Source: an optimization exercise on an open RTL-to-GDS flow (aim: small area). Production flows keep margins and buffers that such runs may drop.
In this exercise RTL edits were held to simulation tests only and were not proved equivalent to the original.
Power is estimated from default activity; no workload was simulated.

[flow/config.mk]
export PLATFORM = sky130hd
export DESIGN_NAME = cgra_tile
export DESIGN_NICKNAME = cgra_tile
export VERILOG_FILES = /design/flow/design.v
export SDC_FILE = /design/flow/constraint.sdc
export NUM_CORES = 4
export LEC_CHECK = 0
export CAP_MARGIN = 20
export CORE_MARGIN = 2
export CORE_UTILIZATION = 40
export SLEW_MARGIN = 20
[flow/constraint.sdc]
create_clock -name core_clock -period 5.5 [get_ports {clk}]
set_input_delay 1.1000 -clock core_clock [delete_from_list [all_inputs] [get_ports {clk}]]
set_output_delay 1.1000 -clock core_clock [all_outputs]
set_load 0.01 [all_outputs]
[flow/design.v]
`default_nettype none
package cgra_tile_pkg;
    localparam int DATA_W = 32;
    localparam int LOOP_W = 5;
    typedef struct packed {
        logic              valid;
        logic [DATA_W-1:0] data;
    } flit_t;
    localparam int FLIT_W = DATA_W + 1;
    typedef enum logic [4:0] {
        ADD, SUB, AND, OR, XOR, SHL, SHR, SELECT,
        LOAD_W, LOAD_H, LOAD_B,
        STORE_W, STORE_H, STORE_B,
        SET_LOOP, NOP
    } opcode_e;
    typedef enum logic [2:0] {
        SRC_NORTH  = 3'd0,
        SRC_EAST   = 3'd1,
        SRC_SOUTH  = 3'd2,
        SRC_WEST   = 3'd3,
        SRC_TREG   = 3'd4,
        SRC_UNUSED = 3'd7
    } src_e;
    typedef struct packed {
        logic [30:0] reserved;
        logic [15:0] constant;
        logic        pred_inv;
        logic        const_flag;
        opcode_e     opcode;
        logic        treg_we;
        src_e        pred_src;
        src_e        lhs_src;
        src_e        rhs_src;
    } ctrl_alu_t;
    typedef struct packed {
        logic [36:0]       reserved;
        logic [LOOP_W-1:0] loop_end;
        logic [LOOP_W-1:0] loop_start;
        logic              pred_inv;
        logic              const_flag;
        opcode_e           opcode;
        logic              treg_we;
        src_e              pred_src;
        src_e              lhs_src;
        src_e              rhs_src;
    } ctrl_loop_t;
    typedef union packed {
        ctrl_alu_t  alu;
        ctrl_loop_t loop;
    } ctrl_word_u;
    typedef struct packed {
        logic              valid;
        logic              fire;
        opcode_e           opcode;
        flit_t             rhs;
        flit_t             lhs;
        logic              use_const;
        logic [DATA_W-1:0] constant;
        logic              treg_we;
    } exec_t;
endpackage
`default_nettype wire
`default_nettype none
package cgra_mem_pkg;
    localparam int MEM_ADDR_W = 9;
    localparam int MEM_DATA_W = 32;
    localparam int MEM_BE_W   = MEM_DATA_W / 8;
    localparam logic [MEM_BE_W-1:0] BE_NONE = 4'b0000;
    localparam logic [MEM_BE_W-1:0] BE_WORD = 4'b1111;
    localparam logic [MEM_BE_W-1:0] BE_HALF = 4'b0011;
    localparam logic [MEM_BE_W-1:0] BE_BYTE = 4'b0001;
    typedef enum logic [1:0] {
        WORD = 2'd0,
        HALF = 2'd1,
        BYTE = 2'd2
    } mem_size_e;
    typedef struct packed {
        logic                  read;
        logic                  write;
        logic [MEM_ADDR_W-1:0] addr;
        logic [MEM_BE_W-1:0]   be;
        logic [MEM_DATA_W-1:0] wdata;
    } mem_req_t;
endpackage
`default_nettype wire
`timescale 1ns/1ps
`default_nettype none
module cgra_tile
(
    input  logic         clk,
    input  logic         reset,
    input  logic         i_start_exec,
    input  logic [63:0]  i_ctrl,
    input  logic [3:0]   i_flit_valid,
    input  logic [127:0] i_flit_data,
    input  logic [31:0]  i_mem_rdata,
    output logic         o_result_valid,
    output logic [31:0]  o_result_data,
    output logic         o_mem_read,
    output logic         o_mem_write,
    output logic [8:0]   o_mem_addr,
    output logic [3:0]   o_mem_be,
    output logic [31:0]  o_mem_wdata,
    output logic [4:0]   o_loop_start,
    output logic [4:0]   o_loop_end
);
    logic [2:0]  rs, ls, ps;
    logic [4:0]  op;
    logic        cf, pinv, twe;
    logic [15:0] k;
    assign rs   = i_ctrl[2:0];
    assign ls   = i_ctrl[5:3];
    assign ps   = i_ctrl[8:6];
    assign twe  = i_ctrl[9];
    assign op   = i_ctrl[14:10];
    assign cf   = i_ctrl[15];
    assign pinv = i_ctrl[16];
    assign k    = i_ctrl[32:17];
    logic        treg_v;
    logic [31:0] treg_d;
    function automatic logic [31:0] pick_data(input logic [2:0] src,
                                              input logic [127:0] fd,
                                              input logic [31:0] td);
        if (src[2])
            pick_data = src[0] ? 32'd0 : td;
        else
            pick_data = fd[32*src[1:0] +: 32];
    endfunction
    function automatic logic pick_valid(input logic [2:0] src,
                                        input logic [3:0] fv,
                                        input logic tv);
        if (src[2])
            pick_valid = (src[1:0] == 2'd0) & tv;
        else
            pick_valid = fv[src[1:0]];
    endfunction
    logic [31:0] rhs_d, lhs_d;
    logic        rv, lv, pv, pnz;
    logic [3:0]  fnz;
    assign rhs_d = pick_data(rs, i_flit_data, treg_d);
    assign lhs_d = pick_data(ls, i_flit_data, treg_d);
    assign rv    = pick_valid(rs, i_flit_valid, treg_v);
    assign lv    = pick_valid(ls, i_flit_valid, treg_v);
    assign pv    = pick_valid(ps, i_flit_valid, treg_v);
    assign fnz[0] = |i_flit_data[31:0];
    assign fnz[1] = |i_flit_data[63:32];
    assign fnz[2] = |i_flit_data[95:64];
    assign fnz[3] = |i_flit_data[127:96];
    assign pnz    = ps[2] ? (|treg_d) : fnz[ps[1:0]];
    logic is_sel, pred_ok, fire;
    assign is_sel  = (op == 5'd7);
    assign pred_ok = (ps == 3'd7) | (pv & (pnz ^ pinv));
    assign fire    = i_start_exec & pred_ok &
                     (is_sel ? (rv | lv | cf)
                             : (((rs == 3'd7) | rv) & (cf | (ls == 3'd7) | lv)));
    logic [31:0] a, b;
    assign a = cf ? {{16{k[15]}}, k} : lhs_d;
    assign b = rhs_d;
    logic [3:0] tt;
    always_comb
    begin
        case (op)
            5'd2:                 tt = 4'b1000;             
            5'd3:                 tt = 4'b1110;             
            5'd4:                 tt = 4'b0110;             
            5'd7:                 tt = rv ? 4'b1010 : 4'b1100;
            5'd11, 5'd12, 5'd13:  tt = 4'b1010;             
            default:              tt = 4'b0000;
        endcase
    end
    logic        fire1, twe1, ld1, st1, h1, b1;
    logic        add1, sub1, shl1, shr1;
    logic [3:0]  tt1;
    logic [31:0] a1, b1d;
    always_ff @(posedge clk)
    begin
        if (reset)
        begin
            fire1 <= 1'b0;
            twe1  <= 1'b0;
        end
        else
        begin
            fire1 <= fire;
            twe1  <= i_start_exec & twe;
        end
        add1 <= (op == 5'd0) | (op == 5'd1);
        sub1 <= (op == 5'd1);
        shl1 <= (op == 5'd5);
        shr1 <= (op == 5'd6);
        ld1  <= (op == 5'd8) | (op == 5'd9) | (op == 5'd10);
        st1  <= (op == 5'd11) | (op == 5'd12) | (op == 5'd13);
        h1   <= (op == 5'd9) | (op == 5'd12);
        b1   <= (op == 5'd10) | (op == 5'd13);
        tt1  <= tt;
        a1   <= a;
        b1d  <= b;
    end
    always_ff @(posedge clk)
    begin
        if (reset)
        begin
            o_loop_start <= '0;
            o_loop_end   <= '0;
        end
        else if (i_start_exec && op == 5'd14)
        begin
            o_loop_start <= i_ctrl[21:17];
            o_loop_end   <= i_ctrl[26:22];
        end
    end
    logic [31:0] bx, pp, gg, G, P, sum;
    logic [32:0] cc;
    assign bx = b1d ^ {32{sub1}};
    assign pp = a1 ^ bx;
    always_comb
    begin
        gg = a1 & bx;
        G = gg;
        P = pp;
        G[0] = gg[0] | (pp[0] & sub1);
        for (int d = 1; d < 32; d = d * 2)
            for (int i = 2*d - 1; i < 32; i = i + 2*d)
            begin
                G[i] = G[i] | (P[i] & G[i-d]);
                P[i] = P[i] & P[i-d];
            end
        for (int d = 8; d >= 1; d = d / 2)
            for (int i = 3*d - 1; i < 32; i = i + 2*d)
            begin
                G[i] = G[i] | (P[i] & G[i-d]);
                P[i] = P[i] & P[i-d];
            end
        cc[0] = sub1;
        for (int i = 0; i < 32; i++)
            cc[i+1] = G[i];
    end
    assign sum = pp ^ cc[31:0];
    logic [31:0] a_rev, sh_in, s0, s1, s2, s3, sh_out, sh_rev;
    always_comb
        for (int i = 0; i < 32; i++)
            a_rev[i] = a1[31-i];
    assign sh_in  = shl1 ? a_rev : a1;
    assign s0     = b1d[4] ? {16'd0, sh_in[31:16]} : sh_in;
    assign s1     = b1d[3] ? {8'd0,  s0[31:8]}     : s0;
    assign s2     = b1d[2] ? {4'd0,  s1[31:4]}     : s1;
    assign s3     = b1d[1] ? {2'd0,  s2[31:2]}     : s2;
    assign sh_out = b1d[0] ? {1'd0,  s3[31:1]}     : s3;
    always_comb
        for (int i = 0; i < 32; i++)
            sh_rev[i] = sh_out[31-i];
    logic [31:0] lu, p1;
    always_comb
        for (int i = 0; i < 32; i++)
            lu[i] = tt1[{a1[i], b1d[i]}];
    assign p1 = ({32{add1}} & sum)
              | ({32{shl1}} & sh_rev)
              | ({32{shr1}} & sh_out)
              | lu;
    logic [3:0] be1;
    logic       acc1;
    always_comb
    begin
        if (b1)
            be1 = 4'b0001 << a1[1:0];
        else if (h1)
            be1 = a1[0] ? 4'b0000 : (a1[1] ? 4'b1100 : 4'b0011);
        else
            be1 = 4'b1111;
    end
    assign acc1 = fire1 & ~(h1 & a1[0]);
    logic fire2, twe2, ld2, st2;
    always_ff @(posedge clk)
    begin
        if (reset)
        begin
            o_mem_read  <= 1'b0;
            o_mem_write <= 1'b0;
            fire2       <= 1'b0;
            twe2        <= 1'b0;
        end
        else
        begin
            o_mem_read  <= acc1 & ld1;
            o_mem_write <= acc1 & st1;
            fire2       <= fire1;
            twe2        <= twe1;
        end
        ld2         <= ld1;
        st2         <= st1;
        o_mem_addr  <= a1[10:2];
        o_mem_be    <= be1;
        o_mem_wdata <= b1 ? {4{p1[7:0]}} : h1 ? {2{p1[15:0]}} : p1;
    end
    logic        fire3, twe3, ld3, st3;
    logic [3:0]  be3;
    logic [31:0] p3;
    always_ff @(posedge clk)
    begin
        if (reset)
        begin
            fire3 <= 1'b0;
            twe3  <= 1'b0;
        end
        else
        begin
            fire3 <= fire2;
            twe3  <= twe2;
        end
        ld3 <= ld2;
        st3 <= st2;
        be3 <= o_mem_be;
        p3  <= o_mem_wdata;
    end
    logic [31:0] ld_val, res;
    always_comb
    begin
        case (be3)
            4'b1111: ld_val = i_mem_rdata;
            4'b0011: ld_val = {16'd0, i_mem_rdata[15:0]};
            4'b1100: ld_val = {16'd0, i_mem_rdata[31:16]};
            4'b0001: ld_val = {24'd0, i_mem_rdata[7:0]};
            4'b0010: ld_val = {24'd0, i_mem_rdata[15:8]};
            4'b0100: ld_val = {24'd0, i_mem_rdata[23:16]};
            4'b1000: ld_val = {24'd0, i_mem_rdata[31:24]};
            default: ld_val = 32'd0;
        endcase
    end
    assign res = ld3 ? ld_val : (st3 ? 32'd0 : p3);
    always_ff @(posedge clk)
    begin
        if (reset)
        begin
            o_result_valid <= 1'b0;
            treg_v         <= 1'b0;
        end
        else
        begin
            o_result_valid <= fire3;
            if (twe3)
                treg_v <= fire3;
        end
        o_result_data <= res;
        if (twe3)
            treg_d <= res;
    end
endmodule
`default_nettype wire
[flow/flow/run.sh]
#!/bin/bash
# The standard layout (standard.sh) with these changes to how it is made:
#  - abc maps with a relaxed delay target (&nf -R 100) and without its final
#    buffering and upsizing, so the netlist starts small; the flow's own
#    timing repair then sizes what the timing needs,
#  - port buffers use the smallest buffer cell,
#  - CTS adds no dummy loads and clusters up to 20 sinks per leaf buffer.
# Each tool's output goes to the logs under orfs/logs; make's own output
# goes to make_finish.log here.
set -euo pipefail
here=$(pwd)
rm -rf "$here/scripts_mod"
cp -r "$FLOW_HOME/scripts" "$here/scripts_mod"
sed -i 's/^&nf$/\&nf -R 100/; /^buffer -c$/d; /^upsize -c$/d' "$here/scripts_mod/abc_speed.script"
export SCRIPTS_DIR="$here/scripts_mod"
export BUFFER_PORTS_ARGS="-buffer_cell sky130_fd_sc_hd__buf_1"
export CTS_ARGS="-sink_clustering_enable -repair_clock_nets -dont_use_dummy_load -sink_clustering_size 20 -sink_clustering_max_diameter 80"
bash standard.sh finish > make_finish.log 2>&1
[flow/standard.sh]
#!/bin/bash
# synth_recipe.tcl (not shown) runs the flow's synth.tcl, then flattens the netlist and writes it again
# the make line also repeats each setting of config.mk as NAME=value (left out here)
make -C /OpenROAD-flow-scripts/flow DESIGN_CONFIG=/design/flow/config.mk WORK_HOME=/design/flow/orfs CLKGATE_MAP_FILE= SYNTH_SCRIPT=/design/flow/synth_recipe.tcl "${@:-finish}"
==> impl_results.md, run 1 <==
* Status: complete, no violations
* Yosys top cell area share at 30.1%
* WHS Path Cells at 0
* Via Count at 13600
* RR Startpoint: sub1$_DFF_P_
* Pwr Total at roughly 4.7 mW
* DRT iter0 DRCs at 1121
* Sink Count at 244
* Syn Nets at between 1500 and 2000
* Largest cells by area after synthesis: dfxtp_1 (30%), mux4_2 (12%), edfxtp_1 (6.8%)
* DIE HEIGHT at 192 µm
* Cells after Synth at 1442
* Ys async rst share at 0%
* Setup TNS at 0 ps
* Num CTS Buffers at 19
* Period utilization at 90.0%
* Final WL at 55.8 mm
* Critical Path RT at between 5000 and 6000 ps
* Drt wl/cell at 24.8 µm
* Hold Path End: ld3$_DFF_P_
* Worst-path maximum fanout at 12
* Final setup viols at 0
* Crit end category: flip-flop
* Hold Path Origin: ld2$_DFF_P_
* Gpl congestion at 0.985
* GR Util All Layers at 30.1%
* Ports at approximately 320
* Antenna Diode Count at 0
* CTS tree: done
* Commonest cells post-synth: dfxtp_1 (212), nand2_1 (166), a21oi_1 (132), o21ai_0 (121), nor2_1 (91)
* Skew final at 73.3 ps
* Rel. slew slack at 23.1%
* Main synth FF type: dfxtp_1
* Clock transition at path regs at 90 ps
* Synthesized area per cell at 9.76 µm²
* Final hold violations at 0
* Antenna violations before repair at 0
* Worst VDD drop at 0.192 mV
* Vias in the first global route at 13200
* Dpl hpwl at 43.7 mm
* Reg2reg end: o_mem_wdata[31]$_DFF_P_
* CTS max path bufs at 3
* Post-synth EDFFs at 32
* Core Util, Final at 47.8%
* Sequential fraction of the synthesis area at 37.0%
* Die Area at around 0.037 mm²
* Synthesized cell area at 0.0141 mm²
* R2r setup slk at 550 ps
* Area delta synth->final at 17.5%
* Core area at 0.0346 mm²
* Most frequent cell after synthesis: dfxtp_1
* Post-route ant nets at 0
* Pins Over Slew Limit at 0
* Ys Warns at 1
* P_leak at between 6 and 7 nW
* Worst R2R Path Depth at 23
* First-pass GRT wire length at 82.6 mm
* Remaining DRCs at 0
* Port Buffers at 289
* Via density at 6.06
* Share of cells above drive strength 1 at between 8 and 9%
* Insertion delay to the later sink of the worst-skew pair at 520 ps
* Crit path launch type: flip-flop
* Die X at 192 µm
* Seq cells post-synth at 244
* RSZ-0062 raised after global routing: false
* Worst Tran Pin Value at 1150 ps
* Largest net degree at the start of global routing at 64
* Max_cap viols at 0
* Area leader, netlist: dfxtp_1
* Resize count post-CTS at 0
* Row cnt at 68
* Cts hold-fix bufs at 0
* P per Cell Area at about 290 mW/mm²
* GRT overflow at 0
* TritonRoute pass-1 iters at 5
* Initial core utilization at 40.7%
* Setup bufs post-CTS at 0
* Minimum clock period at ~4900 ps
* Worst Path Arrival at 5360 ps
* H-tree depth at 1
* Netlist cell types at 54
* Setup Crit Path Kind: flip-flop to flip-flop
* Nets at 2068
* Fmax at around 200 MHz
* HP Class: flip-flop to flip-flop
* CTS root buffer: clkbuf_16
## cells in the final DEF (no fill, tap or decap), drive strengths merged, types with 25 or more instances in the layout
master and n:
nor2b 30, mux2i 59, dfxtp 212, edfxtp 32, clkinv 60, nor4 38
mux2 39, clkbuf 25, a221oi 30, nand2b 25, ha 28, xor2 46
a31oi 36, nand2 166, a21oi 132, o21ai 121, a22o 26, mux4 75
nor2 91, buf 324
## registers in the layout (all words and copies together), names as in the netlist, 5 cells and up
| signal | flops |
|---|---|
| o_mem_addr | 9 |
| o_loop_end | 5 |
| o_mem_wdata | 32 |
| o_result_data | 32 |
| p3 | 32 |
| o_loop_start | 5 |
| treg_d | 32 |
| b1d | 32 |
| a1 | 32 |
## layout make-up
type | count | area, µm²
Tap cell | 455 | 569
Timing Repair Buffer | 330 | 1410
Clock buffer | 19 | 475
Fill cell | 3389 | 18100
Sequential cell | 244 | 5210
Inverter | 60 | 225
Multi-Input combinational cell | 1138 | 8660
## worst max-delay path, stage by stage (launching register included)
cell	delay, ps
dfxtp_1	390
buf_4	270
xor2_1	210
fa_1	260
a21oi_1	100
o31ai_1	520
a211o_1	160
o2111ai_1	140
nand3b_1	120
a21o_1	160
and2_0	160
nand4_1	100
nand2_1	200
nand3b_1	110
o211ai_1	130
nor4_1	70
nor3_1	440
fa_1	290
xnor2_1	130
xnor2_1	90
a22o_1	180
a2111oi_0	380
buf_4	190
nor2_1	30
## cells by family (layout without fill, tap and decap cells)
family                     Yosys count  count (layout)  synth area share (%)
DFF                                244             244                  37.0
adders and majority gates           44              44                  4.76
xor gates and xnor gates            50              50                  3.11
buffers and inverters               60             409                  1.60
and+or+nand+nor                    414             414                  13.8
AOI/OAI and AO/OA                  457             457                  20.5
muxes                              173             173                  19.3
## how the worst max path moves through the flow
stage	startpoint	end	slack [ps]	cells past startpoint
floorplan	b1d[1]$_DFF_P_	o_mem_wdata[31]$_DFF_P_	410	21
global placement	sub1$_DFF_P_	o_mem_wdata[31]$_DFF_P_	570	23
detailed placement	sub1$_DFF_P_	o_mem_wdata[31]$_DFF_P_	560	23
CTS	sub1$_DFF_P_	o_mem_wdata[31]$_DFF_P_	530	23
global route	sub1$_DFF_P_	o_mem_wdata[31]$_DFF_P_	90	23
finish	sub1$_DFF_P_	o_mem_wdata[31]$_DFF_P_	550	23
## layer usage
metal / routed length [µm] / global-route usage (%) / up-vias
met5: 0 / 0 / -
met1: 24000 / 41.6 / 6607
li1: - / - / 6245
met2: 25500 / 48.2 / 644
met4: 2490 / 11.6 / 0
met3: 3740 / 3.89 / 111
## metrics by stage
stage / setup slack, ps / cell area [µm²] / hold slack [ps] / instances
after CTS: 529 / 16500 / 325 / 2245
after detailed placement: 564 / 16100 / 313 / 2226
after global placement: 574 / 16100 / 314 / 2226
final: 551 / 16500 / 323 / 2246
after floorplan: 410 / 14100 / 310 / 1442
after global routing: 88.5 / 16500 / 334 / 2246
## power by group
| part | switching (mW) | internal, mW | leakage (nW) |
|---|---|---|---|
| registers | 0.149 | 1.99 | 2.06 |
| logic | 0.849 | 0.529 | 3.74 |
| clock network | 0.607 | 0.609 | 0.234 |
==> inputs of run 2 (changes only) <==
==> flow/flow/run.sh (replaced) <==
#!/bin/bash
# The standard layout (standard.sh) with these changes to how it is made:
#  - port buffers use the smallest buffer cell,
#  - CTS adds no dummy loads and clusters up to 20 sinks per leaf buffer.
# Each tool's output goes to the logs under orfs/logs; make's own output
# goes to make_finish.log here.
set -euo pipefail
here=$(pwd)
export BUFFER_PORTS_ARGS="-buffer_cell sky130_fd_sc_hd__buf_1"
export CTS_ARGS="-sink_clustering_enable -repair_clock_nets -dont_use_dummy_load -sink_clustering_size 20 -sink_clustering_max_diameter 80"
bash standard.sh finish > make_finish.log 2>&1
==> run 2 against run 1 <==
  * Still clean on timing, DRC and antenna
  * Clock skew decreased by 57 ps
  * Non-clock buffer count fell by 13
  * Core utilization is 2.4 points lower
  * Total power decreased by 1.3%
  * Combinational power about the same
  * Sequential share of layout area down 0.85 points
  * Critical path depth is 6 lower
  * Worst hold slack got worse by 5.2 ps
  * Cell count down 0.18%
  * Critical endpoint unchanged
  * Largest power group unchanged
  * Highest routed layer unchanged
==> impl_results.md, run 2 <==
* Num CTS Buffers at 16 (was 19)
* Antenna violations before repair at 0 (unchanged)
* R2r setup slk at 620 ps (was 550 ps)
* GRT overflow at 0 (unchanged)
* Sink Count at 244 (unchanged)
* Insertion delay to the later sink of the worst-skew pair at 480 ps (was 520 ps)
* Drt wl/cell at 25.5 µm (was 24.8 µm)
* Port Buffers at 289 (unchanged)
* Netlist cell types at 78 (was 54)
* Ys async rst share at 0% (unchanged)
* Gpl congestion at 0.992 (was 0.985)
* GR Util All Layers at 28.6% (was 30.1%)
* Sequential fraction of the synthesis area at 34.3% (was 37.0%)
* Setup Crit Path Kind: flip-flop to flip-flop (unchanged)
* Minimum clock period at 4880 ps (was 4950 ps)
* Post-synth EDFFs at 32 (unchanged)
* RR Startpoint: sub1$_DFF_P_ (unchanged)
* Resize count post-CTS at 0 (unchanged)
* Pins Over Slew Limit at 0 (unchanged)
* CTS root buffer: clkbuf_16 (unchanged)
* Rel. slew slack at 29.9% (was 23.1%)
* P_leak at 6.35 nW (was 6.03 nW)
* Syn Nets at 1789 (was 1717)
* Status: complete, no violations (unchanged)
* WHS Path Cells at 0 (unchanged)
* Met3 Wirelength at 4.26 mm (was 3.74 mm)
* DIE HEIGHT at 199 µm (was 192 µm)
* First-pass GRT wire length at 84.1 mm (was 82.6 mm)
* Hold Path Origin: ld2$_DFF_P_ (unchanged)
* Post-route ant nets at 0 (unchanged)
* Final setup viols at 0 (unchanged)
* Max_cap viols at 0 (unchanged)
* Setup bufs post-CTS at 0 (unchanged)
* Area delta synth->final at 12.3% (was 17.5%)
* Worst Tran Pin Value at 1050 ps (was 1150 ps)
* Cells after Synth at 1514 (was 1442)
* WL met1 at 24.0 mm (about the same)
* P per Cell Area at 275 mW/mm² (was 286 mW/mm²)
* Row cnt at 71 (was 68)
* CTS tree: done (unchanged)
* Critical Path RT at 5850 ps (was 5920 ps)
* Ports at 321 (unchanged)
* H-tree depth at 1 (unchanged)
* Core area at 0.0375 mm² (was 0.0346 mm²)
* Fmax at 205 MHz (was 202 MHz)
* Top sig layer: met4 (unchanged)
* Main synth FF type: dfxtp_1 (unchanged)
* Dpl hpwl at 44.7 mm (was 43.7 mm)
* Skew final at 16.0 ps (was 73.3 ps)
* Setup TNS at 0 ps (unchanged)
* Die Area at 0.0395 mm² (was 0.0367 mm²)
* Final WL at 57.3 mm (was 55.8 mm)
* Worst R2R Path Depth at 17 (was 23)
* Fill count at 3687 (was 3389)
* Vias in the first global route at 13100 (was 13200)
* Most frequent cell after synthesis: dfxtp_1 (unchanged)
* Via Count at 13800 (was 13600)
* Reg2reg end: o_mem_wdata[31]$_DFF_P_ (unchanged)
* Period utilization at 88.8% (was 90.0%)
* Crit end category: flip-flop (unchanged)
* Area leader, netlist: dfxtp_1 (unchanged)
* Clock transition at path regs at 80 ps (was 90 ps)
* Final hold violations at 0 (unchanged)
* Crit path launch type: flip-flop (unchanged)
* Commonest cells post-synth: dfxtp_1 (212), nand2_1 (127), mux4_2 (104), a21oi_1 (96), o21ai_0 (93) (was dfxtp_1 (212), nand2_1 (166), a21oi_1 (132), o21ai_0 (121), nor2_1 (91))
* Die X at 199 µm (was 192 µm)
* RSZ-0062 raised after global routing: false (unchanged)
* Seq cells post-synth at 244 (unchanged)
* Ys Warns at 1 (unchanged)
* Worst Path Arrival at 5230 ps (was 5360 ps)
* HP Class: flip-flop to flip-flop (unchanged)
* Synthesized area per cell at 10.0 µm² (was 9.76 µm²)
* Commonest non-fill, non-tap cell in the layout: buf_1 (unchanged)
* Met2 WL at 26.3 mm (was 25.5 mm)
* Antenna Diode Count at 0 (unchanged)
* Most frequent cells in the layout: buf_1 (283), dfxtp_1 (210), nand2_1 (127) (was buf_1 (283), dfxtp_1 (210), nand2_1 (166))
* Remaining DRCs at 0 (unchanged)
* Pwr Total at 4.67 mW (was 4.73 mW)
* CTS max path bufs at 3 (unchanged)
* Nets at 2008 (was 2068)
* Hold Path End: ld3$_DFF_P_ (unchanged)
* Largest net degree at the start of global routing at 68 (was 64)
* Share of cells above drive strength 1 at 12.2% (was 8.21%)
* Synthesized cell area at 0.0152 mm² (was 0.0141 mm²)
* TritonRoute pass-1 iters at 5 (unchanged)
* Yosys top cell area share at 28.0% (was 30.1%)
* Via density at 6.17 (was 6.06)
* DRT iter0 DRCs at 1470 (was 1121)
* Initial core utilization at 40.4% (was 40.7%)
* Worst VDD drop at 0.183 mV (was 0.192 mV)
* Worst-path maximum fanout at 22 (was 12)
* Cts hold-fix bufs at 0 (unchanged)
* Largest cells by area after synthesis: dfxtp_1 (28%), mux4_2 (15%), edfxtp_1 (6.3%) (was dfxtp_1 (30%), mux4_2 (12%), edfxtp_1 (6.8%))
-- run 2: cell count changes after synthesis, moves of 19 or more --
cell and delta:
clkbuf_1 +77, inv_1 +62, clkinv_1 -59, nand2_1 -39
a21oi_1 -36, mux2_1 -34, mux2_2 +29, mux4_2 +29
o21ai_0 -28, nor2_1 -27, buf_1 +19
-- run 2: stage by stage --
step / hold slack (ps) / setup WS [ps] / utilization (%) / std cells / cell area [µm²]
floorplan: 310 / 846 / - / 1514 / 15200
CTS: 318 / 676 / 45.3 / 2241 / 17000
global placement: 313 / 717 / 44.3 / 2224 / 16600
detailed placement: 316 / 696 / 44.3 / 2225 / 16600
finish: 318 / 618 / 45.4 / 2242 / 17000
global route: 314 / 422 / 45.4 / 2242 / 17000
-- run 2: worst max path at each step --
stage                   startpoint                       to  slack, ps  cells after the start
global placement      sub1$_DFF_P_  o_mem_wdata[31]$_DFF_P_        720                     17
floorplan           b1d[1]$_DFF_P_  o_mem_wdata[23]$_DFF_P_        850                     18
CTS                   sub1$_DFF_P_  o_mem_wdata[31]$_DFF_P_        680                     17
detailed placement    sub1$_DFF_P_  o_mem_wdata[31]$_DFF_P_        700                     17
finish                sub1$_DFF_P_  o_mem_wdata[31]$_DFF_P_        620                     17
global route          sub1$_DFF_P_  o_mem_wdata[31]$_DFF_P_        420                     17
-- run 2: final cells by class --
type,count,area [µm²],area share [%]
Sequential cell,244,5210,30.6
Tap cell,511,639,3.76
Timing Repair Buffer,317,1310,7.67
Multi-Input combinational cell,1090,9220,54.2
Inverter,64,240,1.41
Clock buffer,16,400,2.35
-- run 2: routing by layer --
| layer | global-route usage, % | up-vias |
|---|---|---|
| met5 | 0 | - |
| li1 | - | 6168 |
| met3 | 3.27 | 131 |
| met2 | 45.1 | 748 |
| met1 | 40.0 | 6776 |
| met4 | 12.0 | 0 |
-- run 2: logic make-up (layout without fill, tap and decap cells) --
family / count (synthesis) / in the layout / share of synthesized area, %
XOR/XNOR: 49 / 49 / 2.83
buffers and inverters: 180 / 397 / 4.95
multiplexers: 214 / 214 / 23.1
AO/OA/AOI/OAI: 413 / 413 / 18.3
adder cells (fa/ha/maj): 44 / 44 / 4.43
flip-flops: 244 / 244 / 34.3
AND/OR/NAND/NOR: 370 / 370 / 12.0
-- run 2: worst max-delay path: stages (launching register included) --
cell and delay [ps]:
dfxtp_1 720, buf_4 470, xor2_1 190, ha_1 280, nand2_1 70, nor3_1 50
or4_1 520, a31oi_1 320, o21ai_1 270, a31oi_1 310, a21oi_1 150, fa_1 430
xnor2_1 150, xnor2_1 150, nand2_1 80, o21ai_0 100, a2111oi_2 380, a221oi_1 100
-- run 2: power by group --
| group | switching [mW] | internal (mW) |
|---|---|---|
| Combinational | 0.831 | 0.577 |
| Clock | 0.564 | 0.519 |
| Sequential | 0.195 | 1.99 |
==> inputs of run 3 (changes only) <==
==> flow/flow/run.sh (replaced) <==
#!/bin/bash
# The standard layout, with the port buffers made from the smallest buffer cell
set -euo pipefail
export BUFFER_PORTS_ARGS="-buffer_cell sky130_fd_sc_hd__buf_1"
bash standard.sh finish > make_finish.log 2>&1
==> run 3 against run 2 <==
  * Clock-buffer cell count is 13 higher
  * Fmax is 0.86% higher
  * Synthesized cell count stayed put
  * Still clean
==> impl_results.md, run 3 <==
* Ports at 321 (unchanged)
* Core area at 0.0375 mm² (unchanged)
* Clock transition at path regs at 70 ps (was 80 ps)
* Sequential fraction of the synthesis area at 34.3% (unchanged)
* Post-route insts no fill at 2276 (was 2242)
* Pins Over Slew Limit at 0 (unchanged)
* Synthesized area per cell at 10.0 µm² (unchanged)
* Final hold violations at 0 (unchanged)
* HP Class: flip-flop to flip-flop (unchanged)
* Worst VDD drop at 0.238 mV (was 0.183 mV)
* Hold Path Origin: st2$_DFF_P_ (was ld2$_DFF_P_)
* Seq cells post-synth at 244 (unchanged)
* Critical Path RT at 5920 ps (was 5850 ps)
* Via Count at 13800 (about the same)
* CTS root buffer: clkbuf_16 (unchanged)
* Ys Warns at 1 (unchanged)
* Area delta synth->final at 15.7% (was 12.3%)
* Final setup viols at 0 (unchanged)
* Worst path max stage delay at 700 ps (was 720 ps)
* Fill count at 3647 (was 3687)
* Hold Path End: st3$_DFF_P_ (was ld3$_DFF_P_)
* R2r setup slk at 660 ps (was 620 ps)
* Worst-path maximum fanout at 22 (unchanged)
* Antenna Diode Count at 0 (unchanged)
* Main synth FF type: dfxtp_1 (unchanged)
* Num CTS Buffers at 27 (was 16)
* Dpl hpwl at 44.7 mm (unchanged)
* Largest cells by area after synthesis: dfxtp_1 (28%), mux4_2 (15%), edfxtp_1 (6.3%) (unchanged)
* Worst R2R Path Depth at 17 (unchanged)
* Insertion delay to the later sink of the worst-skew pair at 570 ps (was 480 ps)
* Area leader, netlist: dfxtp_1 (unchanged)
* Skew final at 28.8 ps (was 16.0 ps)
* Max_cap viols at 0 (unchanged)
* Synthesized cell area at 0.0152 mm² (unchanged)
* Reg2reg end: o_mem_wdata[31]$_DFF_P_ (unchanged)
* Setup Crit Path Kind: flip-flop to flip-flop (unchanged)
* Worst Path Arrival at 5260 ps (was 5230 ps)
* Die X at 199 µm (unchanged)
* Most frequent cell after synthesis: dfxtp_1 (unchanged)
* Commonest non-fill, non-tap cell in the layout: buf_1 (unchanged)
* P per Cell Area at 311 mW/mm² (was 275 mW/mm²)
* Cells after Synth at 1514 (unchanged)
* Placed insts at 2225 (unchanged)
* Via density at 6.08 (was 6.17)
* Sink Count at 244 (unchanged)
* P_leak at 6.60 nW (was 6.35 nW)
* Critical path startpoint: sub1$_DFF_P_ (unchanged)
* Resize count post-CTS at 0 (unchanged)
* Gpl congestion at 0.992 (unchanged)
* Status: complete, no violations (unchanged)
* Crit path launch type: flip-flop (unchanged)
* Rel. slew slack at 29.4% (was 29.9%)
* Remaining DRCs at 0 (unchanged)
* Largest net degree at the start of global routing at 68 (unchanged)
* Crit end category: flip-flop (unchanged)
* CP Cell Sequence: buf_4, xor2_1, ha_1, nand2_1, nor3_1, or4_1, a31oi_1, o21ai_1, a31oi_1, a21oi_1, fa_1, xnor2_1, xnor2_1, nand2_1, o21ai_0, a2111oi_2, a221oi_1 (unchanged)
* Row cnt at 71 (unchanged)
* Setup TNS at 0 ps (unchanged)
* WHS Path Cells at 0 (unchanged)
* Netlist cell types at 78 (unchanged)
* H-tree depth at 1 (unchanged)
* GR Util All Layers at 28.9% (was 28.6%)
* Cell with the largest stage delay on the worst path: dfxtp_1 (unchanged)
* Initial core utilization at 40.4% (unchanged)
* Die Area at 0.0395 mm² (unchanged)
* Cts hold-fix bufs at 0 (unchanged)
* DRT iter0 DRCs at 1456 (was 1470)
* Most frequent cells in the layout: buf_1 (283), dfxtp_1 (210), nand2_1 (127) (unchanged)
* Final WL at 57.8 mm (was 57.3 mm)
* CTS max path bufs at 3 (unchanged)
* Commonest cells post-synth: dfxtp_1 (212), nand2_1 (127), mux4_2 (104), a21oi_1 (96), o21ai_0 (93) (unchanged)
* Port Buffers at 289 (unchanged)
* Share of cells above drive strength 1 at 13.7% (was 12.2%)
* Period utilization at 88.0% (was 88.8%)
* Pwr Total at 5.45 mW (was 4.67 mW)
* Yosys top cell area share at 28.0% (unchanged)
* Nets at 2019 (was 2008)
* Fmax at 207 MHz (was 205 MHz)
* Vias in the first global route at 13200 (was 13100)
* Post-synth EDFFs at 32 (unchanged)
* RR Startpoint: sub1$_DFF_P_ (unchanged)
* Worst hold slack at 327 ps (was 318 ps)
* GRT overflow at 0 (unchanged)
* DIE HEIGHT at 199 µm (unchanged)
* Drt wl/cell at 25.4 µm (was 25.5 µm)
* Setup bufs post-CTS at 0 (unchanged)
* Post-route ant nets at 0 (unchanged)
* Minimum clock period at 4840 ps (was 4880 ps)
* Syn Nets at 1789 (unchanged)
* Ys async rst share at 0% (unchanged)
* TritonRoute pass-1 iters at 6 (was 5)
* Worst Tran Pin Value at 1060 ps (was 1050 ps)
* CTS tree: done (unchanged)
* First-pass GRT wire length at 84.6 mm (was 84.1 mm)
* Antenna violations before repair at 1 (was 0)
* RSZ-0062 raised after global routing: false (unchanged)
## run 3: cell counts after synthesis
No cell type changed its count.
## run 3: how the worst max path moves through the flow
stage / endpoint / slack [ps] / depth (start not counted)
floorplan: o_mem_wdata[23]$_DFF_P_ / 850 / 18
global placement: o_mem_wdata[31]$_DFF_P_ / 720 / 17
detailed placement: o_mem_wdata[31]$_DFF_P_ / 700 / 17
CTS: o_mem_wdata[31]$_DFF_P_ / 670 / 17
global route: o_mem_wdata[31]$_DFF_P_ / 420 / 17
finish: o_mem_wdata[31]$_DFF_P_ / 660 / 17
## run 3: critical path: cells and delay by family (launching register included)
family / cells / cell delay [ps]
fa+ha+maj: 2 / 700
simple gates: 4 / 730
flops: 1 / 700
compound gates: 7 / 1620
xor+xnor: 3 / 480
buf+inv: 1 / 470
## run 3: final cells by class
| class | instances | area (µm²) | area share, % |
|---|---|---|---|
| clock buffers | 29 | 693 | 3.95 |
| clock inverters | 21 | 223 | 1.27 |
| inverters | 64 | 240 | 1.37 |
| multi-input cells | 1090 | 9220 | 52.6 |
| flip-flops and latches | 244 | 5210 | 29.7 |
| well taps | 511 | 639 | 3.65 |
| repair buffers | 317 | 1310 | 7.44 |
## run 3: report_power, final
group          switching (mW)  total (mW)  internal [mW]
Combinational           0.832        1.41          0.578
Clock                   0.782        1.85           1.07
Sequential              0.195        2.18           1.99
Total                    1.81        5.45           3.64
## run 3: per-stage QoR
stage	area, µm²	utilization (%)	setup slack, ps
2_1_floorplan	15200	-	846
3_3_place_gp	16600	44.3	717
3_5_place_dp	16600	44.3	696
4_1_cts	17500	46.7	672
5_1_grt	17500	46.8	425
6_report	17500	46.8	660
## run 3: kinds of logic (layout without fill, tap and decap cells)
group / count (synthesis) / count (layout) / share of synthesized area, %
simple gates: 370 / 370 / 12.0
buf+inv: 180 / 431 / 4.95
mux: 214 / 214 / 23.1
xor+xnor: 49 / 49 / 2.83
compound gates: 413 / 413 / 18.3
flops: 244 / 244 / 34.3
fa+ha+maj: 44 / 44 / 4.43
## run 3: layer usage
metal,vias up,GRT usage [%],wire length (µm)
met5,-,0,0
met4,0,12.2,2580
met3,111,3.66,4410
met2,751,45.5,26600
met1,6748,40.0,24100
li1,6219,-,-
==> inputs of run 4 (changes only) <==
--- a/flow/config.mk
+++ b/flow/config.mk
@@ -9,3 +9,4 @@
 export CORE_MARGIN = 2
 export CORE_UTILIZATION = 40
+export GPL_TIMING_DRIVEN = 0
 export SLEW_MARGIN = 20
==> run 4 against run 3 <==
  * Critical endpoint is now o_mem_wdata[16]$_DFF_P_
  * Critical path depth fell by 5
  * Largest cell class unchanged
  * Fmax fell by 8.5%
  * Non-clock buffer count rose by 79
  * Largest power group unchanged
  * First-iteration DRC count rose by 0.62%
  * Still clean
==> impl_results.md, run 4 <==
* Insertion delay to the later sink of the worst-skew pair at 560 ps (was 570 ps)
* H-tree depth at 1 (unchanged)
* Fill count at 3678 (was 3647)
* Crit end category: flip-flop (unchanged)
* DIE HEIGHT at 199 µm (unchanged)
* Initial core utilization at 40.4% (unchanged)
* Die X at 199 µm (unchanged)
* Final WL at 63.8 mm (was 57.8 mm)
* Final hold violations at 0 (unchanged)
* Period utilization at 96.1% (was 88.0%)
* Largest net degree at the start of global routing at 33 (was 68)
* Setup Crit Path Kind: flip-flop to flip-flop (unchanged)
* Commonest non-fill, non-tap cell in the layout: buf_1 (unchanged)
* Cell with the largest stage delay on the worst path: a2111oi_1 (was dfxtp_1)
* Dpl hpwl at 52.2 mm (was 44.7 mm)
* Main synth FF type: dfxtp_1 (unchanged)
* Crit path launch type: flip-flop (unchanged)
* Antenna violations before repair at 2 (was 1)
* Port Buffers at 282 (was 289)
* P_leak at 6.65 nW (was 6.60 nW)
* Post-route insts no fill at 2356 (was 2276)
* CTS root buffer: clkbuf_16 (unchanged)
* Vias in the first global route at 14000 (was 13200)
* Syn Nets at 1789 (unchanged)
* Area leader, netlist: dfxtp_1 (unchanged)
* Max_cap viols at 0 (unchanged)
* Via density at 6.16 (was 6.08)
* First-pass GRT wire length at 92.5 mm (was 84.6 mm)
* Minimum clock period at 5290 ps (was 4840 ps)
* P per Cell Area at 307 mW/mm² (was 311 mW/mm²)
* Comb power frac at 27.3% (was 25.9%)
* GR Util All Layers at 32.0% (was 28.9%)
* Synthesized cell area at 0.0152 mm² (unchanged)
* GRT overflow at 0 (unchanged)
* Cts hold-fix bufs at 0 (unchanged)
* Switching fraction of total power at 34.9% (was 33.2%)
* Clock transition at path regs at 70 ps (about the same)
* DRT iter0 DRCs at 1465 (was 1456)
* Die Area at 0.0395 mm² (unchanged)
* Pins Over Slew Limit at 0 (unchanged)
* Num CTS Buffers at 27 (unchanged)
* Worst VDD drop at 0.210 mV (was 0.238 mV)
* TritonRoute pass-1 iters at 6 (unchanged)
* Drt wl/cell at 27.1 µm (was 25.4 µm)
* Rel. slew slack at 28.4% (was 29.4%)
* Worst Path Arrival at 5600 ps (was 5260 ps)
* Nets at 2098 (was 2019)
* Netlist cell types at 78 (unchanged)
* Core area at 0.0375 mm² (unchanged)
* Row cnt at 71 (unchanged)
* Largest cells by area after synthesis: dfxtp_1 (28%), mux4_2 (15%), edfxtp_1 (6.3%) (unchanged)
* Worst path max stage delay at 850 ps (was 700 ps)
* Ys Warns at 1 (unchanged)
* Skew final at 16.3 ps (was 28.8 ps)
* Gpl congestion at 0.964 (was 0.992)
* HP Class: flip-flop to flip-flop (unchanged)
* Most frequent cells in the layout: buf_1 (297), dfxtp_1 (211), nand2_1 (127) (was buf_1 (283), dfxtp_1 (210), nand2_1 (127))
* Worst-path maximum fanout at 10 (was 22)
* Int Power at 3.56 mW (was 3.64 mW)
* Area delta synth->final at 17.5% (was 15.7%)
* CP Cell Sequence: clkbuf_1, buf_1, xor2_1, ha_1, a21o_1, or3_1, or4_1, a31oi_2, o21ai_2, fa_1, a2111oi_1, a32oi_1 (was buf_4, xor2_1, ha_1, nand2_1, nor3_1, or4_1, a31oi_1, o21ai_1, a31oi_1, a21oi_1, fa_1, xnor2_1, xnor2_1, nand2_1, o21ai_0, a2111oi_2, a221oi_1)
* Sw power at 1.91 mW (was 1.81 mW)
* Post-route ant nets at 0 (unchanged)
* Setup TNS at 0 ps (unchanged)
* Remaining DRCs at 0 (unchanged)
* Most frequent cell after synthesis: dfxtp_1 (unchanged)
* Via Count at 14500 (was 13800)
* Final setup viols at 0 (unchanged)
* Commonest cells post-synth: dfxtp_1 (212), nand2_1 (127), mux4_2 (104), a21oi_1 (96), o21ai_0 (93) (unchanged)
* Critical Path RT at 5820 ps (was 5920 ps)
* CTS max path bufs at 3 (unchanged)
* Ports at 321 (unchanged)
* Cells after Synth at 1514 (unchanged)
* Sink Count at 244 (unchanged)
* Share of cells above drive strength 1 at 12.5% (was 13.7%)
* Ys async rst share at 0% (unchanged)
* Sequential fraction of the synthesis area at 34.3% (unchanged)
* Yosys top cell area share at 28.0% (unchanged)
* Status: complete, no violations (unchanged)
* Reg power frac at 40.1% (about the same)
* Fmax at 189 MHz (was 207 MHz)
* Worst Tran Pin Value at 1070 ps (was 1060 ps)
* Synthesized area per cell at 10.0 µm² (unchanged)
* Placed insts at 2309 (was 2225)
* CTS tree: done (unchanged)
* Seq cells post-synth at 244 (unchanged)
* Post-synth EDFFs at 32 (unchanged)
* Power share of the clock group at 32.6% (was 34.0%)
* RSZ-0062 raised after global routing: false (unchanged)
## run 4: cell counts after synthesis
Identical to the previous run, type by type.
## run 4: area by class of cell
cell class	instances	area, µm²	share of cell area, %
diodes	1	2.50	0.0140
multi-input cells	1090	9240	51.9
well taps	511	639	3.59
inverters	64	240	1.35
repair buffers	284	1080	6.08
plain buffers	112	500	2.81
clock buffers	29	683	3.84
flip-flops and latches	244	5210	29.2
clock inverters	21	216	1.22
## run 4: critical path, delay by kind of cell, from the launching register on
kind	cells	cell delay, ps
and+or+nand+nor	2	780
buffers and inverters	2	970
DFF	1	320
AOI/OAI and AO/OA	5	1950
adders and majority gates	2	790
xor gates and xnor gates	1	220
## run 4: repair_timing
item | 4_1_cts | 5_1_grt
endpoints found under the hold margin | 0 | 0
resized for setup | 2 | 10
pin swaps | 0 | 1
setup endpoints to repair | 14 | 11
setup buffers | 0 | 0
## run 4: power groups by stage
stage               clock network (mW)  registers [mW]  logic (mW)
CTS                               1.81            2.18        1.45
global route                      1.89            2.20        1.59
global placement                     0            2.21        1.46
finish                            1.78            2.19        1.49
floorplan                            0            2.16       0.885
detailed placement                   0            2.21        1.45
## run 4: routing by layer
layer	wire length [µm]	up-vias	part of all wire [%]	global-route usage [%]
met5	13	-	0.020	0
met4	3760	2	5.9	15.8
met3	4800	169	7.5	4.80
met2	29500	813	46	52.1
met1	25800	7133	40	41.7
li1	-	6389	-	-
## run 4: logic make-up after synthesis
| logic type | after synthesis | share of synthesized area, % |
|---|---|---|
| AOI/OAI and AO/OA | 413 | 18.3 |
| adders and majority gates | 44 | 4.43 |
| xor gates and xnor gates | 49 | 2.83 |
| buffers and inverters | 180 | 4.95 |
| DFF | 244 | 34.3 |
| and+or+nand+nor | 370 | 12.0 |
| muxes | 214 | 23.1 |
## run 4: stage by stage
step	util, %	hold slack (ps)	setup slack [ps]	instance area, µm²	power, mW
global placement	45.0	319	-788	16900	3.67
detailed placement	45.0	334	-594	16900	3.66
global route	47.5	359	115	17800	5.68
CTS	47.4	348	29.3	17800	5.45
finish	47.5	347	212	17800	5.47
floorplan	-	310	846	15200	3.04
## run 4: final timing paths
path | cells after the start | slack [ps] | endpoint | start
max | 12 | 210 | o_mem_wdata[16]$_DFF_P_ | sub1$_DFF_P_
min | 0 | 350 | st3$_DFF_P_ | st2$_DFF_P_
max reg2reg | 12 | 210 | o_mem_wdata[16]$_DFF_P_ | sub1$_DFF_P_
min reg2reg | 0 | 350 | st3$_DFF_P_ | st2$_DFF_P_
==> inputs of run 5 (changes only) <==
==> flow/flow/run.sh (replaced) <==
#!/bin/bash
# The standard layout (standard.sh) with three changes to how it is made:
#  - port buffers use the smallest buffer cell,
#  - CTS adds no dummy loads to balance the tree,
#  - after global route, gates off the critical paths are downsized.
set -euo pipefail
export BUFFER_PORTS_ARGS="-buffer_cell sky130_fd_sc_hd__buf_1"
export CTS_ARGS="-sink_clustering_enable -repair_clock_nets -dont_use_dummy_load"
export RECOVER_POWER=100
bash standard.sh finish > make_finish.log 2>&1
--- a/flow/config.mk
+++ b/flow/config.mk
@@ -9,4 +9,3 @@
 export CORE_MARGIN = 2
 export CORE_UTILIZATION = 40
-export GPL_TIMING_DRIVEN = 0
 export SLEW_MARGIN = 20
==> run 5 against run 4 <==
  * The layout now fails its checks (max-capacitance violations, max-slew violations)
  * Fmax is 5.6% higher
  * Critical path depth up 5
  * Core utilization decreased by 1.5 points
  * Via count is 5.0% lower
  * Clock-buffer cell count fell by 2
  * First-iteration DRC count decreased by 1.4%
  * Cell area shrank 3.2%
  * Routed wire length shrank 9.7%
  * Synthesized cell count is the same
  * Sequential share of layout area rose by 0.98 points
  * Register-to-register slack improved by 280 ps
  * Clock skew increased by 53 ps
  * Largest cell class unchanged
==> impl_results.md, run 5 <==
* Nets at 2019 (was 2098)
* Largest cells by area after synthesis: dfxtp_1 (28%), mux4_2 (15%), edfxtp_1 (6.3%) (unchanged)
* Antenna Diode Count at 0 (was 1)
* Synthesized area per cell at 10.0 µm² (unchanged)
* Largest net degree at the start of global routing at 68 (was 33)
* Worst hold slack at 327 ps (was 347 ps)
* Fraction of synthesized cell area in xor and xnor cells at 2.83% (unchanged)
* Critical Path RT at 5890 ps (was 5820 ps)
* P per Cell Area at 296 mW/mm² (was 307 mW/mm²)
* Worst Path Buf+Inv at 1 (was 2)
* GRT overflow at 0 (unchanged)
* Num CTS Buffers at 27 (unchanged)
* Main synth FF type: dfxtp_1 (unchanged)
* Synth Area in Adders at 4.42% (unchanged)
* Worst Tran Pin Value at 2890 ps (was 1070 ps)
* Setup slack after layout at 493 ps (was 212 ps)
* Reg2reg end: o_mem_wdata[31]$_DFF_P_ (was o_mem_wdata[16]$_DFF_P_)
* Cell with the largest stage delay on the worst path: dfxtp_1 (was a2111oi_1)
* HP Class: flip-flop to flip-flop (unchanged)
* Initial core utilization at 40.4% (unchanged)
* Critical path startpoint: sub1$_DFF_P_ (unchanged)
* Clock transition at path regs at 60 ps (was 70 ps)
* Seq cells post-synth at 244 (unchanged)
* Sink Count at 244 (unchanged)
* Via Count at 13800 (was 14500)
* RR Startpoint: sub1$_DFF_P_ (unchanged)
* Period utilization at 91.0% (was 96.1%)
* Post-route insts no fill at 2253 (was 2356)
* Setup bufs post-CTS at 0 (unchanged)
* Post-synthesis compound-gate area fraction at 18.3% (unchanged)
* Int Power at 3.42 mW (was 3.56 mW)
* Die Area at 0.0395 mm² (unchanged)
* DRT iter0 DRCs at 1444 (was 1465)
* Netlist cell types at 78 (unchanged)
* Fill count at 3683 (was 3678)
* Post-route ant nets at 0 (unchanged)
* Final hold violations at 0 (unchanged)
* Skew final at 68.8 ps (was 16.3 ps)
* Port Buffers at 289 (was 282)
* Ports at 321 (unchanged)
* Area leader, netlist: dfxtp_1 (unchanged)
* Pins Over Slew Limit at 101 (was 0)
* Fmax at 200 MHz (was 189 MHz)
* Ys async rst share at 0% (unchanged)
* Ys Warns at 1 (unchanged)
* Commonest cells post-synth: dfxtp_1 (212), nand2_1 (127), mux4_2 (104), a21oi_1 (96), o21ai_0 (93) (unchanged)
* Setup Crit Path Kind: flip-flop to flip-flop (unchanged)
* Post-Place Setup Slack at 696 ps (was -594 ps)
* Yosys top cell area share at 28.0% (unchanged)
* CP top delay family: compound AO/OA/AOI/OAI gates (unchanged)
* Minimum clock period at 5010 ps (was 5290 ps)
* Via density at 6.12 (was 6.16)
* Commonest non-fill, non-tap cell in the layout: buf_1 (unchanged)
* CP Cell Sequence: buf_4, xor2_1, ha_1, nand2_1, nor3_1, or4_1, a31oi_1, o21ai_0, a31oi_1, a21oi_1, fa_1, xnor2_1, xnor2_1, nand2_1, o21ai_0, a2111oi_2, a221oi_1 (was clkbuf_1, buf_1, xor2_1, ha_1, a21o_1, or3_1, or4_1, a31oi_2, o21ai_2, fa_1, a2111oi_1, a32oi_1)
* Core area at 0.0375 mm² (unchanged)
* Placed insts at 2225 (was 2309)
* Resize count post-CTS at 0 (was 2)
* Crit path to: o_mem_wdata[31]$_DFF_P_ (was o_mem_wdata[16]$_DFF_P_)
* Status: complete, but fails checks (was complete, no violations)
* Remaining DRCs at 0 (unchanged)
* R2r setup slk at 490 ps (was 210 ps)
* Mux share of post-synthesis cell area at 23.1% (unchanged)
* Comb power frac at 27.6% (was 27.3%)
* Die X at 199 µm (unchanged)
* Setup TNS at 0 ps (unchanged)
* P_leak at 6.45 nW (was 6.65 nW)
* Share of cells above drive strength 1 at 11.9% (was 12.5%)
* CTS max path bufs at 3 (unchanged)
* Power share of the clock group at 29.6% (was 32.6%)
* Worst Path Arrival at 5390 ps (was 5600 ps)
* Worst path max stage delay at 710 ps (was 850 ps)
* Worst R2R Path Depth at 17 (was 12)
* Drt wl/cell at 25.6 µm (was 27.1 µm)
* H-tree depth at 1 (unchanged)
* Insertion delay to the later sink of the worst-skew pair at 560 ps (about the same)
* Reg power frac at 42.9% (was 40.1%)
* Crit path launch type: flip-flop (unchanged)
* DIE HEIGHT at 199 µm (unchanged)
* Cells after Synth at 1514 (unchanged)
* Sw power at 1.68 mW (was 1.91 mW)
* Worst VDD drop at 0.216 mV (was 0.210 mV)
* Most frequent cell after synthesis: dfxtp_1 (unchanged)
* Max_cap viols at 3 (was 0)
* TritonRoute pass-1 iters at 5 (was 6)
* Largest family of logic cells by synthesized area: multiplexers (unchanged)
* RSZ-0062 raised after global routing: false (unchanged)
* Cts hold-fix bufs at 0 (unchanged)
* Most frequent cells in the layout: buf_1 (280), dfxtp_1 (210), nand2_1 (127) (was buf_1 (297), dfxtp_1 (211), nand2_1 (127))
* Antenna violations before repair at 1 (was 2)
* Post-Synth Simple-Gate Area at 12.0% (unchanged)
* Gpl congestion at 0.992 (was 0.964)
* Worst-path maximum fanout at 22 (was 10)
* Row cnt at 71 (unchanged)
* Area delta synth->final at 13.8% (was 17.5%)
* Crit end category: flip-flop (unchanged)
* Synthesized cell area at 0.0152 mm² (unchanged)
* Syn Nets at 1789 (unchanged)
* Vias in the first global route at 13200 (was 14000)
* Final Cell Area at 0.0172 mm² (was 0.0178 mm²)
* First-pass GRT wire length at 84.5 mm (was 92.5 mm)
* CTS tree: done (unchanged)
* GR Util All Layers at 28.8% (was 32.0%)
* Post-synth EDFFs at 32 (unchanged)
* Switching fraction of total power at 32.9% (was 34.9%)
* CP Depth at 17 (was 12)
* CTS root buffer: clkbuf_16 (unchanged)
* Dpl hpwl at 44.7 mm (was 52.2 mm)
* Final WL at 57.6 mm (was 63.8 mm)
* Layout Check Fails: max-capacitance violations, max-slew violations
* Rel. slew slack at -92.7% (was 28.4%)
* Final setup viols at 0 (unchanged)
* Dpl cell area at 0.0166 mm² (was 0.0169 mm²)
* Sequential fraction of the synthesis area at 34.3% (unchanged)
-- run 5: how the worst min path moves through the flow --
| stage | start | to | cells past startpoint | slack, ps |
|---|---|---|---|---|
| finish | ld2$_DFF_P_ | ld3$_DFF_P_ | 0 | 330 |
| global route | ld2$_DFF_P_ | ld3$_DFF_P_ | 0 | 330 |
| CTS | ld2$_DFF_P_ | ld3$_DFF_P_ | 0 | 330 |
| detailed placement | ld2$_DFF_P_ | ld3$_DFF_P_ | 0 | 320 |
| global placement | ld2$_DFF_P_ | ld3$_DFF_P_ | 0 | 310 |
| floorplan | ld2$_DFF_P_ | ld3$_DFF_P_ | 0 | 310 |
-- run 5: stage by stage --
| step | power, mW | util (%) |
|---|---|---|
| after floorplan | 3.04 | - |
| after global placement | 3.58 | 44.3 |
| after detailed placement | 3.59 | 44.3 |
| after CTS | 5.10 | 46.1 |
| after global routing | 5.32 | 46.0 |
| final | 5.10 | 46.0 |
-- run 5: per-layer routing --
layer  vias up  track usage (%)  wire [µm]
li1       6187                -          -
met1      6752             40.0      24400
met2       728             45.4      26500
met3       112             3.54       4110
met4         0             12.2       2550
met5         -                0          0
-- run 5: power groups by stage --
| stage | sequential (mW) | combinational, mW | clock [mW] |
|---|---|---|---|
| floorplan | 2.16 | 0.885 | 0 |
| global placement | 2.22 | 1.37 | 0 |
| detailed placement | 2.21 | 1.38 | 0 |
| CTS | 2.18 | 1.38 | 1.54 |
| global route | 2.20 | 1.52 | 1.61 |
| finish | 2.19 | 1.41 | 1.51 |
-- run 5: final cells by class --
| cell class | count | area, µm² | share of cell area (%) |
|---|---|---|---|
| well taps | 511 | 639 | 3.71 |
| flip-flops and latches | 244 | 5210 | 30.2 |
| inverters | 64 | 240 | 1.39 |
| clock buffers | 27 | 676 | 3.92 |
| multi-input cells | 1090 | 9200 | 53.3 |
| repair buffers | 317 | 1280 | 7.43 |
-- run 5: logic make-up (layout without fill, tap and decap cells) --
| group | count (synthesis) | after routing |
|---|---|---|
| compound gates | 413 | 413 |
| simple gates | 370 | 370 |
| flops | 244 | 244 |
| mux | 214 | 214 |
| buf+inv | 180 | 408 |
| xor+xnor | 49 | 49 |
| fa+ha+maj | 44 | 44 |
==> inputs of run 6 (changes only) <==
--- a/flow/flow/run.sh
+++ b/flow/flow/run.sh
@@ -6,5 +6,5 @@
 set -euo pipefail
 export BUFFER_PORTS_ARGS="-buffer_cell sky130_fd_sc_hd__buf_1"
-export CTS_ARGS="-sink_clustering_enable -repair_clock_nets -dont_use_dummy_load"
+export CTS_ARGS="-sink_clustering_enable -repair_clock_nets -dont_use_dummy_load -sink_clustering_size 30 -sink_clustering_max_diameter 100"
 export RECOVER_POWER=100
 bash standard.sh finish > make_finish.log 2>&1
==> run 6 against run 5 <==
  * The layout still fails its checks (max-capacitance violations, max-slew violations)
  * Cell area decreased by 2.2%
  * Clock power is 38% lower
  * Area after synthesis stayed put
  * Synthesized cell count did not move
  * Sequential power about the same
  * Cell count fell by 0.67%
  * Combinational power is essentially flat
  * Worst hold slack improved by 10 ps
  * Flip-flop and latch count unchanged
  * First-iteration DRC count grew 8.0%
  * Clock skew down 11 ps
  * Critical endpoint unchanged
  * Highest routed layer unchanged
  * Largest cell class unchanged
  * Via count down 0.99%
==> impl_results.md, run 6 <==
* Status: complete, but fails checks (unchanged)
* Layout Check Fails: max-capacitance violations, max-slew violations (unchanged)
* Syn Nets at 1789 (unchanged)
* Worst VDD drop at 0.172 mV (was 0.216 mV)
* Reg power frac at 48.2% (was 42.9%)
* Largest net degree at the start of global routing at 68 (unchanged)
* Seq. cell area at 0.00521 mm² (unchanged)
* DRT iter0 DRCs at 1560 (was 1444)
* Synthesized cell area at 0.0152 mm² (unchanged)
* Port Buffers at 289 (unchanged)
* P_leak at 6.27 nW (was 6.45 nW)
* Sw power at 1.57 mW (was 1.68 mW)
* Final Cell Area at 0.0169 mm² (was 0.0172 mm²)
* Initial core utilization at 40.4% (unchanged)
* Post-route insts no fill at 2238 (was 2253)
* Final WL at 57.3 mm (was 57.6 mm)
* Worst-path maximum fanout at 22 (unchanged)
* CTS tree: done (unchanged)
* Ys async rst share at 0% (unchanged)
* Synthesized area per cell at 10.0 µm² (unchanged)
* CTS max path bufs at 3 (unchanged)
* Clock transition at path regs at 110 ps (was 60 ps)
* Dpl hpwl at 44.7 mm (unchanged)
* Critical Path RT at 5840 ps (was 5890 ps)
* GR Util All Layers at 28.6% (was 28.8%)
* Gpl congestion at 0.992 (unchanged)
* Power share of the clock group at 20.7% (was 29.6%)
* Setup Crit Path Kind: flip-flop to flip-flop (unchanged)
* Multi-input combinational cell area at 0.00920 mm² (unchanged)
* Vias in the first global route at 13100 (was 13200)
* Fill count at 3706 (was 3683)
* Pwr Total at 4.52 mW (was 5.10 mW)
* Num CTS Buffers at 12 (was 27)
* Remaining DRCs at 0 (unchanged)
* HP Class: flip-flop to flip-flop (unchanged)
* Switching fraction of total power at 34.6% (was 32.9%)
* Sink Count at 244 (unchanged)
* Yosys top cell area share at 28.0% (unchanged)
* Int Power at 2.96 mW (was 3.42 mW)
* Post-synth EDFFs at 32 (unchanged)
* Ports at 321 (unchanged)
* CTS root buffer: clkbuf_16 (unchanged)
* Placed insts at 2225 (unchanged)
* Antenna Diode Count at 0 (unchanged)
* RR Startpoint: sub1$_DFF_P_ (unchanged)
* Dpl cell area at 0.0166 mm² (unchanged)
* Drt wl/cell at 25.6 µm (about the same)
* Largest cells by area after synthesis: dfxtp_1 (28%), mux4_2 (15%), edfxtp_1 (6.3%) (unchanged)
* Setup bufs post-CTS at 0 (unchanged)
* Worst Path Arrival at 5390 ps (about the same)
* Nets at 2004 (was 2019)
* Insertion delay to the later sink of the worst-skew pair at 500 ps (was 560 ps)
* Post-route ant nets at 0 (unchanged)
* Seq cells post-synth at 244 (unchanged)
* Die Area at 0.0395 mm² (unchanged)
* Cts hold-fix bufs at 0 (unchanged)
* Skew final at 57.4 ps (was 68.8 ps)
* Resize count post-CTS at 0 (unchanged)
* Setup slack after layout at 452 ps (was 493 ps)
* Minimum clock period at 5050 ps (was 5010 ps)
* Crit path launch type: flip-flop (unchanged)
* Commonest cells post-synth: dfxtp_1 (212), nand2_1 (127), mux4_2 (104), a21oi_1 (96), o21ai_0 (93) (unchanged)
* Pins Over Slew Limit at 101 (unchanged)
* Rel. slew slack at -89.0% (was -92.7%)
* Main synth FF type: dfxtp_1 (unchanged)
* GRT overflow at 0 (unchanged)
* Share of cells above drive strength 1 at 11.2% (was 11.9%)
* Final hold violations at 0 (unchanged)
* Sequential fraction of the synthesis area at 34.3% (unchanged)
* Core area at 0.0375 mm² (unchanged)
* Worst Tran Pin Value at 2840 ps (was 2890 ps)
* Post-Place Setup Slack at 696 ps (unchanged)
* Netlist cell types at 78 (unchanged)
* Row cnt at 71 (unchanged)
* Worst hold slack at 337 ps (was 327 ps)
* Setup TNS at 0 ps (unchanged)
* Via density at 6.10 (was 6.12)
* Period utilization at 91.8% (was 91.0%)
* DIE HEIGHT at 199 µm (unchanged)
* Core Util, Final at 45.0% (was 46.0%)
* H-tree depth at 1 (unchanged)
* Most frequent cells in the layout: buf_1 (280), dfxtp_1 (210), nand2_1 (127) (unchanged)
* Area delta synth->final at 11.3% (was 13.8%)
* Commonest non-fill, non-tap cell in the layout: buf_1 (unchanged)
* Area leader, netlist: dfxtp_1 (unchanged)
* P per Cell Area at 268 mW/mm² (was 296 mW/mm²)
* Final setup viols at 0 (unchanged)
* TritonRoute pass-1 iters at 6 (was 5)
* RSZ-0062 raised after global routing: false (unchanged)
* Antenna violations before repair at 0 (was 1)
* Die X at 199 µm (unchanged)
* Ys Warns at 1 (unchanged)
* Fmax at 198 MHz (was 200 MHz)
* Most frequent cell after synthesis: dfxtp_1 (unchanged)
* Hold Path Origin: st2$_DFF_P_ (was ld2$_DFF_P_)
* First-pass GRT wire length at 84.1 mm (was 84.5 mm)
* Via Count at 13600 (was 13800)
* Critical path startpoint: sub1$_DFF_P_ (unchanged)
* Cells after Synth at 1514 (unchanged)
* Crit end category: flip-flop (unchanged)
* Comb power frac at 31.1% (was 27.6%)
* Max_cap viols at 3 (unchanged)
[run 6: worst paths after layout]
path	endpoint	slack, ps	depth (start not counted)
worst max-delay path	o_mem_wdata[31]$_DFF_P_	450	17
worst min-delay path	st3$_DFF_P_	340	0
worst max register to register	o_mem_wdata[31]$_DFF_P_	450	17
worst min register to register	st3$_DFF_P_	340	0
[run 6: kinds of logic after synthesis]
| kind of cell | share of synthesized area [%] |
|---|---|
| compound gates | 18.3 |
| fa+ha+maj | 4.43 |
| simple gates | 12.0 |
| mux | 23.1 |
| buf+inv | 4.95 |
| xor+xnor | 2.83 |
| flops | 34.3 |
[run 6: power groups by stage]
stage	sequential (mW)	clock, mW	combinational [mW]
2_1_floorplan	2.16	0	0.885
3_3_place_gp	2.22	0	1.37
3_5_place_dp	2.21	0	1.38
4_1_cts	2.18	0.962	1.38
5_1_grt	2.20	1.02	1.52
6_report	2.18	0.936	1.41
[run 6: final cells by class]
type,count,share of cell area [%]
Tap cell,511,3.79
Multi-Input combinational cell,1090,54.5
Timing Repair Buffer,317,7.59
Clock buffer,12,1.78
Inverter,64,1.42
Sequential cell,244,30.9
[run 6: worst max-delay path: stages, from the launching register on]
cell       delay, ps
dfxtp_1          740
buf_4            480
xor2_1           180
ha_1             270
nand2_1           70
nor3_1            40
or4_1            520
a31oi_1          290
o21ai_0          360
a31oi_1          360
a21oi_1          160
fa_1             430
xnor2_1          150
xnor2_1          150
nand2_1           90
o21ai_0          110
a2111oi_2        380
a221oi_1         100
[run 6: metal layers]
metal | vias up | GRT usage (%) | routed length (µm)
li1 | 6161 | - | -
met5 | - | 0 | 0
met4 | 0 | 10.6 | 2220
met1 | 6681 | 40.1 | 24200
met3 | 98 | 3.10 | 4210
met2 | 703 | 45.8 | 26700

==> separate check: timing with driven ports <==
How much do the figures lean on ideal ports? The routed layouts below were timed once more, with nothing changed but the port constraints.
Step 1 (the two cells are an assumption about what drives the block):
set clk [get_ports {clk}]
set_driving_cell -lib_cell sky130_fd_sc_hd__clkbuf_16 $clk
set_driving_cell -lib_cell sky130_fd_sc_hd__buf_2 [delete_from_list [all_inputs] $clk]
Step 2 times the ports against the registers' clock, not the clock port: input delays grow and output delays shrink by t, the midpoint of the rising clock arrivals with the driver on.
a / b / c = no drivers / after step 1 / after step 2; a / b = the first two.
| run | t, ns | setup WS [ns] | worst setup path after step 2 |
|---|---|---|---|
| run 1 | 0.538 | 0.551 / 0.551 / 0.551 | register to register |
| run 2 | 0.528 | 0.618 / 0.618 / 0.618 | register to register |
| run 3 | 0.604 | 0.660 / 0.660 / 0.660 | register to register |
| run 4 | 0.601 | 0.212 / 0.212 / 0.212 | register to register |
| run 5 | 0.578 | 0.493 / 0.493 / 0.434 | input to register |
| run 6 | 0.522 | 0.452 / 0.452 / 0.452 | register to register |
For run 5, which loses most, drivers alone change the setup slack by 0.000 ns; drivers and shift together by -0.059 ns.
